What follows belongs to an exercise in optimizing a design on an open flow for small area, a short achievable clock period and few clock cycles per item; a production flow would make more cautious choices.
Only simulation tests tie the RTL to the original design; equivalence was not proved.
Power figures rest on the tool's default switching activity, not on a simulated workload.

### flow/run.sh
#!/bin/bash
# synth_recipe.tcl (not shown) runs the flow's synth.tcl, then flattens the netlist and writes it again
# the make line also repeats each setting of config.mk as NAME=value (left out here)
make -C /OpenROAD-flow-scripts/flow DESIGN_CONFIG=/design/flow/config.mk WORK_HOME=/design/flow/orfs CLKGATE_MAP_FILE= SYNTH_SCRIPT=/design/flow/synth_recipe.tcl finish
### flow/config.mk
export PLATFORM = sky130hd
export DESIGN_NAME = alu_mc
export DESIGN_NICKNAME = alu_mc
export VERILOG_FILES = /design/flow/design.v
export SDC_FILE = /design/flow/constraint.sdc
export NUM_CORES = 4
export LEC_CHECK = 0
export CAP_MARGIN = 20
export CORE_MARGIN = 2
export CORE_UTILIZATION = 40
export SLEW_MARGIN = 20
### flow/constraint.sdc
create_clock -name core_clock -period 10.0 [get_ports {cpu_clk}]
set_input_delay 2.0000 -clock core_clock [delete_from_list [all_inputs] [get_ports {cpu_clk}]]
set_output_delay 2.0000 -clock core_clock [all_outputs]
set_load 0.01 [all_outputs]
### flow/design.v
module alu_mc (
  input  logic        cpu_clk,
  input  logic        cpu_rst,
  input  logic        in_valid,
  output logic        in_ready,
  input  logic [4:0]  alu_op,
  input  logic [31:0] A,
  input  logic [31:0] B,
  input  logic        flush,
  output logic        out_valid,
  input  logic        out_ready,
  output logic [31:0] res,
  output logic        zero,
  output logic        less
);
  localparam logic [2:0] S_IDLE = 3'd0, S_MUL = 3'd1, S_DPREP = 3'd2, S_DIV = 3'd3, S_DPOST = 3'd4;
  logic [2:0]  st;
  logic        ov;
  logic [31:0] res_q;
  logic        less_q, lessp_q;
  logic [31:0] x_q;            
  logic [32:0] y_q;            
  logic [31:0] h_q, l_q;       
  logic [4:0]  cnt_q;
  logic        first_q;
  logic        xs_q, ys_q, mhi_q;         
  logic        rem_q, qneg_q, rneg_q, bz_q;  
  logic is_mul, is_div, res_free, acc, fin;
  assign is_mul   = (alu_op >= 5'd10) && (alu_op <= 5'd13);
  assign is_div   = (alu_op >= 5'd14) && (alu_op <= 5'd17);
  assign res_free = !ov || out_ready;
  assign in_ready = (st == S_IDLE) && res_free;
  assign acc      = in_valid && in_ready && !flush;
  assign res       = res_q;
  assign zero      = (res_q == 32'd0);
  assign less      = less_q;
  assign out_valid = ov;
  logic [31:0] sum_c;
  logic [32:0] dif_c;
  logic        sltu_c, slt_c;
  logic [31:0] shin_c, shr_c, sh_c, alu_c;
  logic        shl_c;
  logic [63:0] fun_c;
  assign sum_c  = A + B;
  assign dif_c  = {1'b0, A} - {1'b0, B};
  assign sltu_c = dif_c[32];
  assign slt_c  = (A[31] ^ B[31]) ? A[31] : dif_c[31];
  always_comb begin
    shl_c = (alu_op == 5'd5);
    for (int i = 0; i < 32; i++) shin_c[i] = shl_c ? A[31-i] : A[i];
    fun_c = {{32{(alu_op == 5'd7) & A[31]}}, shin_c} >> B[4:0];
    shr_c = fun_c[31:0];
    for (int i = 0; i < 32; i++) sh_c[i] = shl_c ? shr_c[31-i] : shr_c[i];
  end
  always_comb begin
    case (alu_op)
      5'd0:    alu_c = sum_c;
      5'd1:    alu_c = dif_c[31:0];
      5'd2:    alu_c = A & B;
      5'd3:    alu_c = A | B;
      5'd4:    alu_c = A ^ B;
      5'd5, 5'd6, 5'd7: alu_c = sh_c;
      5'd8:    alu_c = {31'd0, slt_c};
      5'd9:    alu_c = {31'd0, sltu_c};
      default: alu_c = 32'd0;
    endcase
  end
  logic        dsa_c, dsb_c, ysgn_c;
  logic [31:0] xin_c, yin_c;
  logic [1:0]  j0_c;
  always_comb begin
    dsa_c  = (alu_op == 5'd14) || (alu_op == 5'd16);
    dsb_c  = dsa_c;
    xin_c  = (dsa_c && A[31]) ? (~A + 32'd1) : A;
    yin_c  = (dsb_c && B[31]) ? (~B + 32'd1) : B;
    ysgn_c = (alu_op == 5'd10) || (alu_op == 5'd11);
    if (ysgn_c) begin
      if      (&B[31:7]  || ~|B[31:7])  j0_c = 2'd0;
      else if (&B[31:15] || ~|B[31:15]) j0_c = 2'd1;
      else if (&B[31:23] || ~|B[31:23]) j0_c = 2'd2;
      else                              j0_c = 2'd3;
    end else begin
      if      (~|B[31:8])  j0_c = 2'd0;
      else if (~|B[31:16]) j0_c = 2'd1;
      else if (~|B[31:24]) j0_c = 2'd2;
      else                 j0_c = 2'd3;
    end
  end
  logic [7:0]  chunk_c;
  logic        csgn_c;
  logic [41:0] pp_c;
  logic [63:0] macc_c;
  always_comb begin
    case (cnt_q[1:0])
      2'd0: chunk_c = y_q[7:0];
      2'd1: chunk_c = y_q[15:8];
      2'd2: chunk_c = y_q[23:16];
      default: chunk_c = y_q[31:24];
    endcase
    csgn_c = first_q && ys_q && chunk_c[7];
    pp_c   = 42'($signed({xs_q & x_q[31], x_q}) * $signed({csgn_c, chunk_c}));
    macc_c = {h_q[23:0], l_q, 8'd0} + {{22{pp_c[41]}}, pp_c};
  end
  logic [5:0]  za_c, zb_c;
  logic [6:0]  nq_c;
  logic [4:0]  it_c;
  logic [32:0] dal_c;
  logic        dnone_c;
  always_comb begin
    za_c = 6'd32;
    for (int i = 0; i < 32; i++) if (x_q[i]) za_c = 6'(31 - i);
    zb_c = 6'd32;
    for (int i = 0; i < 32; i++) if (y_q[i]) zb_c = 6'(31 - i);
    nq_c    = {1'b0, zb_c} - {1'b0, za_c} + 7'd1;    
    dnone_c = nq_c[6] || (nq_c == 7'd0) || (zb_c == 6'd32);
    it_c    = 5'((nq_c[5:0] - 6'd1) >> 1);             
    dal_c   = {1'b0, y_q[31:0], 1'b0} << {it_c, 1'b0};
  end
  logic [33:0] t1_c, t2_c;
  logic [31:0] r1_c, r2_c;
  logic        q1_c, q2_c;
  always_comb begin
    t1_c = {2'b0, h_q} - {1'b0, y_q};
    q1_c = !t1_c[33];
    r1_c = q1_c ? t1_c[31:0] : h_q;
    t2_c = {2'b0, r1_c} - {2'b0, y_q[32:1]};
    q2_c = !t2_c[33];
    r2_c = q2_c ? t2_c[31:0] : r1_c;
  end
  logic [31:0] dv_c, dres_c;
  logic        dng_c;
  always_comb begin
    dv_c   = rem_q ? h_q : l_q;
    dng_c  = rem_q ? rneg_q : qneg_q;
    dres_c = dng_c ? (~dv_c + 32'd1) : dv_c;
    if (bz_q && !rem_q) dres_c = 32'hFFFF_FFFF;
  end
  always_ff @(posedge cpu_clk) begin
    if (cpu_rst || flush) begin
      st <= S_IDLE;
      ov <= 1'b0;
    end else begin
      if (ov && out_ready) ov <= 1'b0;
      case (st)
        S_IDLE: if (acc) begin
          if (is_mul)      st <= S_MUL;
          else if (is_div) st <= S_DPREP;
          else             ov <= 1'b1;
        end
        S_MUL: if (cnt_q[1:0] == 2'd0 && res_free) begin
          st <= S_IDLE;
          ov <= 1'b1;
        end
        S_DPREP: st <= dnone_c ? S_DPOST : S_DIV;
        S_DIV:   if (cnt_q == 5'd0) st <= S_DPOST;
        S_DPOST: if (res_free) begin
          st <= S_IDLE;
          ov <= 1'b1;
        end
        default: st <= S_IDLE;
      endcase
    end
  end
  always_ff @(posedge cpu_clk) begin
    if (st == S_IDLE) begin
      if (acc) begin
        x_q     <= xin_c;
        y_q     <= {1'b0, yin_c};
        h_q     <= 32'd0;
        l_q     <= 32'd0;
        cnt_q   <= {3'd0, j0_c};
        first_q <= 1'b1;
        xs_q    <= (alu_op != 5'd13);
        ys_q    <= ysgn_c;
        mhi_q   <= (alu_op != 5'd10);
        rem_q   <= (alu_op >= 5'd16);
        qneg_q  <= dsa_c && (A[31] ^ B[31]);
        rneg_q  <= dsa_c && A[31];
        lessp_q <= slt_c;
        if (!is_mul && !is_div) begin
          res_q  <= alu_c;
          less_q <= slt_c;
        end
      end
    end else if (st == S_MUL) begin
      if (cnt_q[1:0] != 2'd0 || res_free) begin
        {h_q, l_q} <= macc_c;
        cnt_q      <= cnt_q - 5'd1;
        first_q    <= 1'b0;
      end
      if (cnt_q[1:0] == 2'd0 && res_free) begin
        res_q  <= mhi_q ? macc_c[63:32] : macc_c[31:0];
        less_q <= lessp_q;
      end
    end else if (st == S_DPREP) begin
      h_q   <= x_q;
      l_q   <= 32'd0;
      y_q   <= dal_c;
      cnt_q <= it_c;
      bz_q  <= (zb_c == 6'd32);
    end else if (st == S_DIV) begin
      h_q   <= r2_c;
      l_q   <= {l_q[29:0], q1_c, q2_c};
      y_q   <= {2'b0, y_q[32:2]};
      cnt_q <= cnt_q - 5'd1;
    end else if (st == S_DPOST) begin
      if (res_free) begin
        res_q  <= dres_c;
        less_q <= lessp_q;
      end
    end
  end
endmodule
==> run notes <==
## how the worst min path moves through the flow
stage	start	to	slack (ns)	depth (start not counted)
CTS	lessp_q	less_q	0.58	2
global route	lessp_q	less_q	0.65	2
global placement	lessp_q	less_q	0.54	2
finish	lessp_q	less_q	0.58	2
floorplan	lessp_q	less_q	0.49	2
detailed placement	lessp_q	less_q	0.56	2
## cells by family after synthesis
logic type,after synthesis,synth area share
buffers and inverters,613,0.06500
XOR/XNOR,265,0.06350
flip-flops,180,0.1458
adder cells (fa/ha/maj),572,0.2445
multiplexers,177,0.06483
AND/OR/NAND/NOR,1308,0.1717
AO/OA/AOI/OAI,1368,0.2446
## area by class of cell
class | count | area [um^2]
Clock buffer | 17 | 425.4
Sequential cell | 180 | 5366
Inverter | 345 | 1295
Tap cell | 1186 | 1484
Timing Repair Buffer | 264 | 2440
Multi-Input combinational cell | 3690 | 29690
Fill cell | 9020 | 50460
Clock inverter | 15 | 224.0
## repair_timing
| action | CTS | global route |
|---|---|---|
| pin swaps | 3 | 45 |
| buffers inserted | 5 | 18 |
| gates cloned | 0 | 3 |
| resized for setup | 8 | 84 |
| hold buffers | 0 | 0 |
| hold endpoints to repair | 0 | 0 |
| endpoints found under the setup margin | 18 | 53 |
## worst reg2reg max path, delay by kind of cell, from the launching register on
| kind | cells | cell delay, ns |
|---|---|---|
| DFF | 1 | 0.44 |
| xor gates and xnor gates | 1 | 0.15 |
| adders and majority gates | 8 | 2.99 |
| and+or+nand+nor | 4 | 1.00 |
| AOI/OAI and AO/OA | 17 | 4.44 |
| buffers and inverters | 2 | 0.36 |
| muxes | 1 | 0.18 |
## routing by layer
metal / vias up / routed length [um]
met5: - / 55
met4: 8 / 10790
met3: 438 / 17320
met2: 2167 / 68520
met1: 17830 / 63620
li1: 16260 / -
## state kept, by name, indices dropped and copies added (netlist names), 3 cells and up
signal	count
y_q	33
h_q	32
l_q	32
res_q	32
x_q	32
cnt_q	5
st	3
## through the flow
step | utilization | cells | power [mW] | setup TNS [ns] | area (um^2)
2_1_floorplan | - | 4483 | 7.695 | 0 | 36790
3_3_place_gp | 0.4321 | 5639 | 10.84 | -1.791 | 39490
3_5_place_dp | 0.4321 | 5639 | 10.80 | -4.111 | 39490
4_1_cts | 0.4402 | 5676 | 11.67 | 0 | 40230
5_1_grt | 0.4478 | 5697 | 13.17 | -0.7199 | 40920
6_report | 0.4478 | 5697 | 12.40 | 0 | 40920
## power breakdown
| part | leakage, nW | total (mW) | switching [mW] | internal [mW] |
|---|---|---|---|---|
| Sequential | 1.71 | 0.974 | 0.0984 | 0.876 |
| Combinational | 15.3 | 10.7 | 6.68 | 3.99 |
| Clock | 0.309 | 0.765 | 0.415 | 0.350 |
| Total | 17.3 | 12.4 | 7.19 | 5.22 |
## Yosys cell counts, drive strengths merged, types with 15 or more instances
master	count	share of area
a211oi	50	0.010
a21o	114	0.023
a21oi	390	0.053
a221o	20	0.0054
a221oi	40	0.0095
a22o	47	0.011
a22oi	67	0.014
a31oi	43	0.0073
and2	172	0.029
and3	32	0.0055
buf	38	0.0048
clkbuf	229	0.025
edfxtp	176	0.14
fa	245	0.13
ha	327	0.11
inv	344	0.035
mux2	20	0.0061
mux2i	110	0.030
mux4	47	0.029
nand2	374	0.038
nand2b	30	0.0051
nand3	58	0.0079
nand4	40	0.0068
nor2	336	0.034
nor2b	30	0.0051
nor3	105	0.014
nor3b	16	0.0036
nor4	46	0.0078
o211ai	36	0.0073
o21a	24	0.0049
o21ai	273	0.037
o21bai	36	0.0073
o22ai	25	0.0043
o31ai	34	0.0069
or2	15	0.0026
or3	22	0.0039
xnor2	186	0.044
xor2	78	0.019
==> summary.md <==
| Metric | Value |
|---|---|
| Final setup violating endpoints | `0` |
| Worst-Margin Slew | `1.270 ns` |
| Count of synthesis-stage warnings from yosys | `1` |
| Root buffer cell | `clkbuf_16` |
| Avg WL per Cell | `28.14 um` |
| Ys flop type | `edfxtp_1` |
| Core Region | `91,390 um^2` |
| Drt via density | `6.442` |
| Crit path time final | `9.791 ns` |
| Die Area | `94,410 um^2` |
| Site Rows | `111` |
| Setup repair after global routing missed its margin | `true` |
| Max incr delay on CP | `0.58 ns` |
| Pre-CTS WS | `-0.4453 ns` |
| VDD IR max | `0.3440 mV` |
| Smallest hold slack | `0.5816 ns` |
| Launch point of the worst path | `cnt_q[1]` |
| Global-route track usage on met2 | `0.4942` |
| Sink Count | `180` |
| # Max-Cap Violations | `0` |
| Mean area per synthesized cell | `8.206 um^2` |
| Number of optimization iterations in the first detailed-route pass | `8` |
| Final antenna-violating net count | `0` |
| Endpoint of the worst register-to-register path | `res_q[26]` |
| Net count after synthesis | `5,129` |
| Number of enable flip-flop cells after synthesis | `176` |
| Seq/Total Area, Yosys | `0.1458` |
| Worst Setup Start Kind | `register` |
| Proportion of register bits with asynchronous set or reset after synthesis | `0` |
| Global placement routability congestion | `1.050` |
| Timing endpoint of the critical path | `res_q[26]` |
| Wire length of the first global-routing pass | `231,100 um` |
| Ratio of total power to cell area | `303.1 nW/um^2` |
| Total wire length | `160,300 um` |
| Synth Instances | `~4,500` |
| Count of cell instances traversed by the critical path | `33` |
| Worst reg2reg startpoint | `cnt_q[1]` |
| Reg2Reg Setup Slack | `0.21 ns` |
| Maximum clock insertion buffer count | `2` |
| Critical path start-end classification | `register to register` |
| Final-report max-slew violation count | `0` |
| Horizontal die dimension | `307.3 um` |
| Floorplan die height | `307.3 um` |
| Max frequency | `102.1 MHz` |
| Data required time of the critical path | `10.27 ns` |
| Io pins | `110` |
| Worst-case reg-to-reg path depth | `33` |
| Fin Clk Skew | `0.02984 ns` |
| Number of antenna violations at the first check in global routing | `5` |
| Starting DRT DRC Count | `4,666` |
| Grt total ovfl | `0` |
| Largest net degree at the start of global routing | `70` |
| Worst min path class | `register to register` |
| Post-Syn Area | `36,790 um^2` |
| Worst max-slew margin expressed relative to the limit | `0.1480` |
| GRT Overall Usage | `0.3295` |
| Most frequent cells in the layout | `a21oi_1, nand2_1, inv_1, nor2_1, ha_1` |
| Synthesis-to-layout area growth | `11.24%` |
| GR Util met1 | `0.4361` |
| Starting density of the core | `0.4026` |
| Min setup slack post-route | `0.2085 ns` |
| CTS clk-pin slew, worst paths | `0.11 ns` |
| Crit share post-route | `0.9791` |
| Number of library cell types mapped by synthesis | `101` |
| Cell family with the largest share of critical-path delay | `compound AO/OA/AOI/OAI gates` |
| Via count of the first global-routing pass | `34,560` |
| Number of buffers created by CTS | `17` |
| TritonCTS clock tree | `done` |
| Routing usage on met3 | `0.07618` |
| Number of endpoints with negative hold slack in the final report | `0` |
| Clock latency on the worst-skew pair | `0.52 ns` |
| Maximum fanout along the worst path | `15` |
| Run status | `finished clean` |
| Share of layout cells above drive strength 1 | `0.08779` |
| Half-perimeter wire length after placement | `~130,000 um` |
| Worst endpoint data arrival time | `10.06 ns` |
| Cell type of the slowest stage on the worst timing path | `fa_1` |
| Total number of vias | `36,700` |
| Static power due to leakage | `17.34 nW` |
| Number of nets in the layout | `between 5,000 and 6,000` |
| Number of synthesized register bits | `180` |
| Most common cell after layout, fill and taps aside | `a21oi_1` |
| Level count of the clock H-tree | `4` |
| Inserted Diodes | `0` |
| Most frequent CP cell | `fa_1` |
| Residual DRC count | `0` |
| CP endpoint kind | `register` |
| Number of port buffers | `between 100 and 150` |
| Buffering stage count on the worst path with inverters included | `2` |
| Busiest layer in global routing | `met2` |
Testbench counts, summed over its fixed seeds: cycles 9,606, items 3,200.

[separate check: timing with driven ports]
The results above use ideal ports. As a check the final layout listed here was re-extracted and re-timed, cells and wires unchanged. Step 1 assumes that a clkbuf_16 drives the clock port and a buf_2 every other input. Step 2 moves the port delays by t, midway between the first and last clock arrival at a register: inputs arrive t later, outputs are due t later. That takes back most of the time a late clock gives input paths. a / b / c = ideal / step 1 / step 2; a / b = the first two.
t, ns: 0.571
setup slack, ns: 0.209 / 0.209 / 0.209
latest minus earliest clock arrival (ns): 0.030 / 0.030
pins driven straight from the clock port: 1
After both steps setup and hold are still met in this run. For this run, drivers alone change the setup slack by 0.000 ns; drivers and shift together by 0.000 ns.
